Background: an optimization exercise with open tools, aiming at small area, a short achievable clock period and few clock cycles. Do not read the settings as production practice. The RTL was checked by simulation tests, not by an equivalence proof against the original design. No activity file was given, so power comes from the tool's default toggle rates.

Design sgd_dot_product, start of the top module:
module sgd_dot_product (
    input  logic                             clk,
    input  logic                             rst_n,
    input  logic                             started,
    input  logic [sgd_pkg::CFG_W-1:0]        number_of_epochs,
    input  logic [sgd_pkg::CFG_W-1:0]        number_of_samples,
    input  logic [sgd_pkg::CFG_W-1:0]        dimension,
    input  logic [sgd_pkg::CFG_W-1:0]        number_of_bits,
    input  logic [sgd_pkg::A_WORD_W-1:0]     dispatch_axb_a_data,
    input  logic                             dispatch_axb_a_wr_en,
    output logic                             dispatch_axb_a_almost_full,
    input  logic [sgd_pkg::CREDIT_W-1:0]     x_wr_credit_counter,
    output logic [sgd_pkg::X_ADDR_W-1:0]     x_rd_addr,
    input  logic [sgd_pkg::X_WORD_W-1:0]     x_rd_data,
    output logic [sgd_pkg::NUM_BANKS*sgd_pkg::DOT_W-1:0] dot_product,   
    output logic [sgd_pkg::NUM_BANKS-1:0]    dot_product_valid
);
    logic                  accept;
    logic [BIT_IDX_W-1:0]  word_bit;
    logic                  word_first;
    logic                  word_last;
    logic [BIT_IDX_W-1:0]  bit_q   [2];
    logic                  first_q [3];
    logic                  last_q  [STAGES+1];
    logic                  out_valid;
    dot_control u_ctrl (
        .clk                 (clk),
        .rst_n               (rst_n),
        .started             (started),
        .number_of_epochs    (number_of_epochs),
        .number_of_samples   (number_of_samples),
        .dimension           (dimension),
        .number_of_bits      (number_of_bits),
        .x_wr_credit_counter (x_wr_credit_counter),
        .wr_en               (dispatch_axb_a_wr_en),
        .almost_full         (dispatch_axb_a_almost_full),
        .accept              (accept),
        .x_rd_addr           (x_rd_addr),
        .word_bit            (word_bit),
        .word_first          (word_first),
        .word_last           (word_last)
    );
  ...
For scale: roughly 4,100 cells after synthesis, ~570 flip-flops, about 490 I/O pins, ~39,000 sq um of cells after synthesis.
==> flow/config.mk <==
export PLATFORM = sky130hd
export DESIGN_NAME = sgd_dot_product
export DESIGN_NICKNAME = sgd_dot_product
export VERILOG_FILES = /design/flow/design.v
export SDC_FILE = /design/flow/constraint.sdc
export NUM_CORES = 4
export LEC_CHECK = 0
export CAP_MARGIN = 20
export CORE_MARGIN = 2
export CORE_UTILIZATION = 50
export CTS_BUF_LIST = sky130_fd_sc_hd__clkbuf_8
export CTS_CLUSTER_SIZE = 30
export SETUP_SLACK_MARGIN = 2.65
export SLEW_MARGIN = 20
export SYNTH_HIERARCHICAL = 1
export SYNTH_MINIMUM_KEEP_SIZE = 0
export BUFFER_PORTS_ARGS = -buffer_cell sky130_fd_sc_hd__buf_1
==> flow/constraint.sdc <==
create_clock -name core_clock -period 5.0 [get_ports {clk}]
set_input_delay 1.0000 -clock core_clock [delete_from_list [all_inputs] [get_ports {clk}]]
set_output_delay 1.0000 -clock core_clock [all_outputs]
set_load 0.01 [all_outputs]
standard.sh (not shown) runs the stock make flow with config.mk's settings and CLKGATE_MAP_FILE= SYNTH_SCRIPT=/design/flow/synth_recipe.tcl, a recipe that flattens the netlist after the stock synthesis.
==> flow/flow/run.sh <==
#!/bin/bash
# The standard layout (standard.sh, the standard flow's own ORFS flow), except that
# the port buffers are the plain sky130_fd_sc_hd__buf_1 rather than the
# buffer_ports default (a delay buffer); every port still gets one.
set -euo pipefail
echo 'export BUFFER_PORTS_ARGS = -buffer_cell sky130_fd_sc_hd__buf_1' >> config.mk
export BUFFER_PORTS_ARGS="-buffer_cell sky130_fd_sc_hd__buf_1"
cp standard.sh standard_sh.txt
bash standard.sh > standard.log 2>&1
The starting point completed without violations.
Testbench counts at the start, summed over its fixed seeds: cycles 30,616.
Edit:
CTS_CLUSTER_SIZE = unset   (was 30)
SETUP_SLACK_MARGIN = 2.6   (was 2.65)
Power drops by about 3%.
Wire length stays flat.
Count of clock-buffer cells in the layout climbs by 5.
Worst setup slack gets better by 59 ps.
First-iteration DRC count drops by 0.39%.
Sequential share of layout area climbs by 0.37 points.
Final area drops by 1.7%.
Synthesized area stays the same.
Via count drops by about 0.5%.
Edit:
CTS_CLUSTER_SIZE = 30   (was unset)
SETUP_SLACK_MARGIN = 2.9   (was 2.6)
The new run passed the timing, design-rule and antenna checks; wire length rises by roughly a tenth; non-clock buffer count rises by 322; design area rises by about a fifth.
Edit:
PLACE_DENSITY = 0.75   (was unset)
SETUP_SLACK_MARGIN = 2.6   (was 2.9)
What happened: Wire length went down by 10%. Area after synthesis stays the same. Total power went down by 23%. Design area went down by 16%. First-iteration DRC count went down by 3.5%. Via count went down by 4.9%. Clock skew went down by 3.0 ps.
Edit:
PLACE_DENSITY = unset   (was 0.75)
Global-route usage hardly moves.
Power stays flat.
First-iteration DRC count went down by 17%.
Final cell count stays flat.
Count of clock-buffer cells in the layout went up by 8.
Via count went down by 2.6%.
Edit:
CTS_BUF_LIST = sky130_fd_sc_hd__clkbuf_4 sky130_fd_sc_hd__clkbuf_8   (was sky130_fd_sc_hd__clkbuf_8)
Maximum frequency is about the same. Design area is about the same. Sequential share of layout area barely changes. Total power came out higher by 0.76%. Critical path depth increases by 4. Die area does not change. Clock skew climbs by 3.5 ps. Clock power went up by about 4%. Wire length barely changes. Area after synthesis does not change. Sequential power stays flat.

Starting RTL as in the previous note.
Design sgd_dot_product, start of the top module:
module sgd_dot_product (
    input  logic                             clk,
    input  logic                             rst_n,
    input  logic                             started,
    input  logic [sgd_pkg::CFG_W-1:0]        number_of_epochs,
    input  logic [sgd_pkg::CFG_W-1:0]        number_of_samples,
    input  logic [sgd_pkg::CFG_W-1:0]        dimension,
    input  logic [sgd_pkg::CFG_W-1:0]        number_of_bits,
    input  logic [sgd_pkg::A_WORD_W-1:0]     dispatch_axb_a_data,
    input  logic                             dispatch_axb_a_wr_en,
    output logic                             dispatch_axb_a_almost_full,
    input  logic [sgd_pkg::CREDIT_W-1:0]     x_wr_credit_counter,
    output logic [sgd_pkg::X_ADDR_W-1:0]     x_rd_addr,
    input  logic [sgd_pkg::X_WORD_W-1:0]     x_rd_data,
    output logic [sgd_pkg::NUM_BANKS*sgd_pkg::DOT_W-1:0] dot_product,   
    output logic [sgd_pkg::NUM_BANKS-1:0]    dot_product_valid
);
clock: 5.0 ns
lec_check: 0
cap_margin: 10
core_margin: 2
core_utilization: 50
cts_buf_list: sky130_fd_sc_hd__clkbuf_8
cts_cluster_size: 30
setup_slack_margin: 2.6
slew_margin: 10
synth_hierarchical: 1
synth_minimum_keep_size: 0
buffer_ports_args: -buffer_cell sky130_fd_sc_hd__buf_1
Scripts as last shown in full above: flow/flow/run.sh
The first run finished with timing, DRC and antenna clean.
Testbench counts at the start, summed over its fixed seeds: cycles 30,616.
Rerun with:
- CAP_MARGIN: 10 -> 0
- SLEW_MARGIN: 10 -> 0
First-iteration DRC count does not change.
Design area does not change.
Fmax does not change.
Power stays the same.

-- separate check: timing with driven ports --
The results above use ideal ports. As a check the final layouts listed here were re-extracted and re-timed, cells and wires unchanged. Step 1 (the two cells are an assumption about what drives the block):
set clk [get_ports {clk}]
set_driving_cell -lib_cell sky130_fd_sc_hd__clkbuf_16 $clk
set_driving_cell -lib_cell sky130_fd_sc_hd__buf_2 [delete_from_list [all_inputs] $clk]
Step 2 times the ports against the registers' clock, not the clock port: input delays grow and output delays shrink by t, the midpoint of the rising clock arrivals with the driver on. Three values: no drivers, after step 1, after step 2; two values: the first two.
run	t (ns)	setup WS [ns]	worst setup path after step 2
the first run of note 1	0.754	2.554 / 2.554 / 2.003	input to register
the second run of note 1	0.762	2.613 / 2.613 / 1.933	input to register
the third run of note 1	0.779	2.548 / 2.548 / 1.974	input to register
the fourth run of note 1	0.776	2.494 / 2.494 / 1.904	input to register
the fifth run of note 1	0.762	2.613 / 2.613 / 1.933	input to register
the sixth run of note 1	0.764	2.614 / 2.612 / 1.931	input to register
the first run of note 2	0.762	2.613 / 2.613 / 1.933	input to register
the second run of note 2	0.762	2.613 / 2.613 / 1.933	input to register
After both steps setup and hold are still met in every run listed. For the sixth run of note 1, which loses most, drivers alone change the setup slack by -0.002 ns; drivers and shift together by -0.683 ns.
